From an optimization exercise on the open Yosys and OpenROAD flow, aimed at small area, a short achievable clock period and few clock cycles per item; shortcuts taken in it are not production practice. Where RTL was checked, it was by simulation tests only, not by an equivalence proof against the original. Power and IR drop assume default switching activity.

// ifft8_seq
module ifft8_seq #(
  parameter int unsigned W  = 12,
  parameter int unsigned IW = 16
) (
  input  logic                clk,
  input  logic                rst,
  input  logic                in_valid,
  output logic                in_ready,
  input  logic signed [W-1:0] in_re,
  input  logic signed [W-1:0] in_im,
  output logic                out_valid,
  input  logic                out_ready,
  output logic signed [W-1:0] out_re,
  output logic signed [W-1:0] out_im,
  output logic                out_last,
  output logic                busy
);
  localparam int unsigned SW = W + 1;    
  localparam int unsigned UW = W + 3;    
  localparam int unsigned AW = IW;       
  logic signed [W-1:0]  r_ir_re, r_ir_im;
  logic                 r_ir_v;
  logic [2:0]           r_in_cnt;    
  logic [2:0]           r_ld_cnt;    
  logic signed [SW-1:0] r_sr [4];
  logic signed [SW-1:0] r_si [4];
  logic signed [SW-1:0] r_dr [4];
  logic signed [SW-1:0] r_di [4];
  logic w_in_fire;
  logic r_idle;        
  logic r_outph;       
  assign w_in_fire = in_valid & r_idle;
  always_ff @(posedge clk) begin
    r_ir_re <= in_re;
    r_ir_im <= in_im;
  end
  logic signed [SW-1:0] w_ir_re_x, w_ir_im_x;
  assign w_ir_re_x = SW'(r_ir_re);
  assign w_ir_im_x = SW'(r_ir_im);
  always_ff @(posedge clk) begin
    if (r_ir_v) begin
      for (int i = 0; i < 3; i++) begin
        r_sr[i] <= r_sr[i+1];
        r_si[i] <= r_si[i+1];
        r_dr[i] <= r_dr[i+1];
        r_di[i] <= r_di[i+1];
      end
      r_sr[3] <= (r_sr[0] & {SW{r_ld_cnt[2]}}) + w_ir_re_x;
      r_si[3] <= (r_si[0] & {SW{r_ld_cnt[2]}}) + w_ir_im_x;
      r_dr[3] <= r_sr[0] - w_ir_re_x;
      r_di[3] <= r_si[0] - w_ir_im_x;
    end
  end
  ...
For scale: about 1,700 cells after synthesis, roughly 330 flip-flops, roughly 56 I/O pins, ~21,000 µm² of cells after synthesis.
export LEC_CHECK = 0
export CAP_MARGIN = 20
export CORE_MARGIN = 2
export CORE_UTILIZATION = 40
export CTS_BUF_LIST = sky130_fd_sc_hd__clkbuf_16
export CTS_CLUSTER_DIAMETER = 200
export CTS_CLUSTER_SIZE = 24
export SLEW_MARGIN = 20
create_clock -name core_clock -period 22.0 [get_ports {clk}]
standard.sh (not shown) runs the stock make flow with config.mk's settings and CLKGATE_MAP_FILE= SYNTH_SCRIPT=/design/flow/synth_recipe.tcl, a recipe that flattens the netlist after the stock synthesis.
==> flow/flow/run.sh <==
#!/bin/bash
# The standard layout (standard.sh) with two changes passed to ORFS:
# buf_2 cells as the port buffers instead of the default pick, and a setup
# margin for the repair steps. ORFS writes its per-step logs under orfs/logs;
# the make output goes to standard.log here.
export BUFFER_PORTS_ARGS="-buffer_cell sky130_fd_sc_hd__buf_2"
export SETUP_SLACK_MARGIN=16
bash standard.sh > standard.log 2>&1
Then changed:
--- a/flow/design.v
+++ b/flow/design.v
@@ -116,34 +116,39 @@
   assign s0r = AW'(r_sr[0]);  assign s0i = AW'(r_si[0]);
   assign s1r = AW'(r_sr[1]);  assign s1i = AW'(r_si[1]);
   assign s2r = AW'(r_sr[2]);  assign s2i = AW'(r_si[2]);
   assign s3r = AW'(r_sr[3]);  assign s3i = AW'(r_si[3]);
   assign d0r = AW'(r_dr[0]);  assign d0i = AW'(r_di[0]);
   assign d2r = AW'(r_dr[2]);  assign d2i = AW'(r_di[2]);
   assign tr  = AW'(r_tr);     assign ti  = AW'(r_ti);
   logic signed [AW-1:0] w_ra, w_rb, w_rc, w_rd, w_ia, w_ib, w_ic, w_id;
   logic [8:0]           r_ctl;
-  logic [2:0]           r_ctl_i;     
+  logic [2:0]           r_ctl_in;    
   logic                 c_od, c_sn, c_sw, c_nrb, c_nrc, c_nrd, c_nib, c_nic, c_nid;
   logic                 ci_od, ci_sn, ci_sw;
   assign {c_od, c_sn, c_sw, c_nrb, c_nrc, c_nrd, c_nib, c_nic, c_nid} = r_ctl;
-  assign {ci_od, ci_sn, ci_sw} = r_ctl_i;
+  assign {ci_od, ci_sn, ci_sw} = ~r_ctl_in;
   function automatic logic [8:0] ctl_of(input logic [2:0] k);
     case (k)
       3'd0: ctl_of = 9'b010_000_000;
       3'd2: ctl_of = 9'b001_110_011;
       3'd4: ctl_of = 9'b010_101_101;
       3'd6: ctl_of = 9'b001_011_110;
       3'd1: ctl_of = 9'b100_100_000;
       3'd3: ctl_of = 9'b100_000_100;
       3'd5: ctl_of = 9'b100_110_010;
       default: ctl_of = 9'b100_010_110;
     endcase
+  endfunction
+  function automatic logic [2:0] ctli_of(input logic [2:0] k);
+    logic [8:0] c;
+    c = ctl_of(k);
+    ctli_of = ~c[8:6];
   endfunction
   always_comb begin
     w_ra = c_od ? d0r : s0r;
     w_ia = ci_od ? d0i : s0i;
     w_rb = ({AW{c_od}} & d2i) | ({AW{c_sn}} & s1r) | ({AW{c_sw}} & s1i);
     w_ib = ({AW{ci_od}} & d2r) | ({AW{ci_sn}} & s1i) | ({AW{ci_sw}} & s1r);
     w_rc = c_od ? tr : s2r;
     w_ic = ci_od ? ti : s2i;
     w_rd = ({AW{c_sn}} & s3r) | ({AW{c_sw}} & s3i);
@@ -160,38 +165,27 @@
       scale_sat = v[W+2:3];
     end
   endfunction
   assign w_y_v     = r_pre ? r_pre_cnt[1] : r_k[0];
   assign w_y_neg   = ~r_pre & ~r_k[1];
   assign w_y_load  = (r_pre & (r_pre_cnt != 2'd0)) | (w_step & (r_k < 3'd6));
   assign w_tr_load = (r_pre & r_pre_cnt[1]) | (w_step & r_k[0] & (r_k != 3'd7));
   assign w_ti_load = w_step & ~r_k[0];
   always_ff @(posedge clk) begin
-    if (w_in_fire & (r_in_cnt == 3'd7)) begin
-      r_ctl_i <= 3'b010;
-    end else if (w_step) begin
-      r_ctl_i <= ctl3_of(r_k + 3'd1);
-    end
-  end
-  function automatic logic [2:0] ctl3_of(input logic [2:0] k);
-    logic [8:0] c;
-    c = ctl_of(k);
-    ctl3_of = c[8:6];
-  endfunction
-  always_ff @(posedge clk) begin
     if (rst) begin
       r_ir_v    <= 1'b0;
       r_in_cnt  <= 3'd0;
       r_ld_cnt  <= 3'd0;
       r_pre     <= 1'b0;
       r_pre_cnt <= 2'd0;
       r_k       <= 3'd0;
       r_ctl     <= ctl_of(3'd0);
+      r_ctl_in  <= ctli_of(3'd0);
       r_k_done  <= 1'b0;
       in_ready  <= 1'b1;
       r_idle    <= 1'b1;
       r_outph   <= 1'b0;
       busy      <= 1'b0;
       out_valid <= 1'b0;
       out_last  <= 1'b0;
     end else begin
       r_ir_v <= w_in_fire;
@@ -202,35 +196,38 @@
         r_in_cnt <= r_in_cnt + 3'd1;
         if (r_in_cnt == 3'd7) begin
           in_ready  <= 1'b0;
           r_idle    <= 1'b0;
           busy      <= 1'b1;
           r_pre     <= 1'b1;
           r_pre_cnt <= 2'd0;
           r_k       <= 3'd0;
           r_ctl     <= ctl_of(3'd0);
+          r_ctl_in  <= ctli_of(3'd0);
+      r_ctl_in  <= ctli_of(3'd0);
           r_k_done  <= 1'b0;
         end
       end
       if (r_pre) begin
         r_pre_cnt <= r_pre_cnt + 2'd1;
         if (r_pre_cnt[1]) begin
           r_pre   <= 1'b0;
           r_outph <= 1'b1;
         end
       end
       if (w_step) begin
         out_valid <= 1'b1;
         out_last  <= (r_k == 3'd7);
         out_re    <= scale_sat(w_xr);
         out_im    <= scale_sat(w_xi);
         r_k       <= r_k + 3'd1;
         r_ctl     <= ctl_of(r_k + 3'd1);
+        r_ctl_in  <= ctli_of(r_k + 3'd1);
         if (r_k == 3'd7) begin
           r_k_done <= 1'b1;
         end
       end else if (out_valid & out_ready) begin
         out_valid <= 1'b0;
       end
       if (out_valid & out_ready & out_last) begin
         in_ready  <= 1'b1;
         r_idle    <= 1'b1;
After rerunning: Power drops by about 17%; die area is lower by 0.45%; cell count climbs by about 0.33%; setup slack gets worse by 76 ps; worst hold slack gets better by 5.8 ps; synthesized cell count climbs by about 0.6%; via count rises by about 1.3%; combinational power went down by about 43%; register-to-register slack got worse by 250 ps; global-route usage goes up by 0.33 points; non-clock buffer count is lower by 4.
No functional check of the RTL was part of any run of this note.

== MS ==
Another version of the RTL of ifft8_seq (not shown whole).
Size: roughly 1600 cells after synthesis, ~56 I/O pins, about 21000 sq um of cells after synthesis.
Settings: LEC_CHECK=0, CAP_MARGIN=20, CORE_MARGIN=2, CORE_UTILIZATION=40, CTS_BUF_LIST=sky130_fd_sc_hd__clkbuf_16, CTS_CLUSTER_DIAMETER=200, CTS_CLUSTER_SIZE=24, SLEW_MARGIN=20; clock period 22.0 ns.
Scripts as last shown in full above: flow/flow/run.sh
What AL does differently from MS at the input level:
-- flow/design.v --
<<< MS, line 38
  assign w_ir_re_x = SW'(r_ir_re);
  assign w_ir_im_x = SW'(r_ir_im);
  logic [SW-1:0] w_ld_sr, w_ld_si, w_ld_dr, w_ld_di;
  ifft8_csel_add #(.N(SW), .L(7)) u_ld_sr (
    .a(r_sr[0] & {SW{r_ld_cnt[2]}}), .b(w_ir_re_x), .ci(1'b0), .s(w_ld_sr));
  ifft8_csel_add #(.N(SW), .L(7)) u_ld_si (
    .a(r_si[0] & {SW{r_ld_cnt[2]}}), .b(w_ir_im_x), .ci(1'b0), .s(w_ld_si));
  ifft8_csel_add #(.N(SW), .L(7)) u_ld_dr (
    .a(r_sr[0]), .b(~w_ir_re_x), .ci(1'b1), .s(w_ld_dr));
  ifft8_csel_add #(.N(SW), .L(7)) u_ld_di (
    .a(r_si[0]), .b(~w_ir_im_x), .ci(1'b1), .s(w_ld_di));
  always_ff @(posedge clk) begin
    if (r_ir_v) begin
>>> AL, line 38
  assign w_ir_re_x = SW'(r_ir_re);
  assign w_ir_im_x = SW'(r_ir_im);
  always_ff @(posedge clk) begin
    if (r_ir_v) begin
<<< MS, line 55
        r_di[i] <= r_di[i+1];
      end
      r_sr[3] <= w_ld_sr;
      r_si[3] <= w_ld_si;
      r_dr[3] <= w_ld_dr;
      r_di[3] <= w_ld_di;
    end
  end
>>> AL, line 46
        r_di[i] <= r_di[i+1];
      end
      r_sr[3] <= (r_sr[0] & {SW{r_ld_cnt[2]}}) + w_ir_re_x;
      r_si[3] <= (r_si[0] & {SW{r_ld_cnt[2]}}) + w_ir_im_x;
      r_dr[3] <= r_sr[0] - w_ir_re_x;
      r_di[3] <= r_si[0] - w_ir_im_x;
    end
  end
<<< MS, line 248
  end
endmodule
module ifft8_csel_add #(
  parameter int N = 13,
  parameter int L = 7
) (
  input  logic [N-1:0] a,
  input  logic [N-1:0] b,
  input  logic         ci,
  output logic [N-1:0] s
);
  logic [N:0]   c0, c1, cl;
  logic [N-1:0] s0, s1;
  assign cl[0] = ci;
  for (genvar i = 0; i < L; i++) begin : g_lo
    assign s[i]    = a[i] ^ b[i] ^ cl[i];
    assign cl[i+1] = (a[i] & b[i]) | (a[i] & cl[i]) | (b[i] & cl[i]);
  end
  assign c0[L] = 1'b0;
  assign c1[L] = 1'b1;
  for (genvar i = L; i < N; i++) begin : g_hi
    assign s0[i]   = a[i] ^ b[i] ^ c0[i];
    assign c0[i+1] = (a[i] & b[i]) | (a[i] & c0[i]) | (b[i] & c0[i]);
    assign s1[i]   = a[i] ^ b[i] ^ c1[i];
    assign c1[i+1] = (a[i] & b[i]) | (a[i] & c1[i]) | (b[i] & c1[i]);
    assign s[i]    = cl[L] ? s1[i] : s0[i];
  end
endmodule
>>> AL, line 239
  end
endmodule
## What came out
Changes observed in AL relative to MS: fraction of the yosys area taken by sequential cells now smaller, setup skew after layout now larger, floorplan die area now larger, maximum frequency now larger, number of nets in the finished design now larger. Re sum of negative setup slack: no difference whatsoever between MS and AL. Finished layout cell area: AL vs MS up 360 sq um. Having completed the whole flow, AL delivered a layout that passed the timing, DRC and antenna checks.
Testbench counts of AL, summed over its fixed seeds: cycles 7,680, frames 384.
Only the layout flow was run in MS; the RTL was not checked for function there.

-- re-timing with driven ports --
In the flow no input, the clock included, has a driving cell. The finished layouts below were timed again as built, in two steps. Step 1 (the two cells are an assumption about what drives the block):
set clk [get_ports {clk}]
set_driving_cell -lib_cell sky130_fd_sc_hd__clkbuf_16 $clk
set_driving_cell -lib_cell sky130_fd_sc_hd__buf_2 [delete_from_list [all_inputs] $clk]
Step 2, shift: input delay + t, output delay - t, t = (earliest + latest rising clock arrival at the registers) / 2. This alone moves slack from input paths to output paths. a / b / c = ideal / step 1 / step 2; a / b = the first two.
| run | shift t [ns] | setup slack, ns | latest minus earliest clock arrival (ns) | slew at the worst register clock pin (ns) |
|---|---|---|---|---|
| the first run of note 1 | 0.583 | 16.446 / 16.392 / 16.116 | 0.035 / 0.035 | 0.11 / 0.11 |
| the second run of note 1 | 0.582 | 16.370 / 16.370 / 15.949 | 0.030 / 0.030 | 0.11 / 0.11 |
| MS | 0.582 | 16.359 / 16.359 / 15.880 | 0.019 / 0.020 | 0.11 / 0.11 |
| AL | 0.584 | 16.449 / 16.408 / 15.962 | 0.047 / 0.047 | 0.11 / 0.11 |
After both steps every run listed still meets setup and hold. For AL, which loses most, drivers alone change the setup slack by -0.041 ns; drivers and shift together by -0.487 ns.
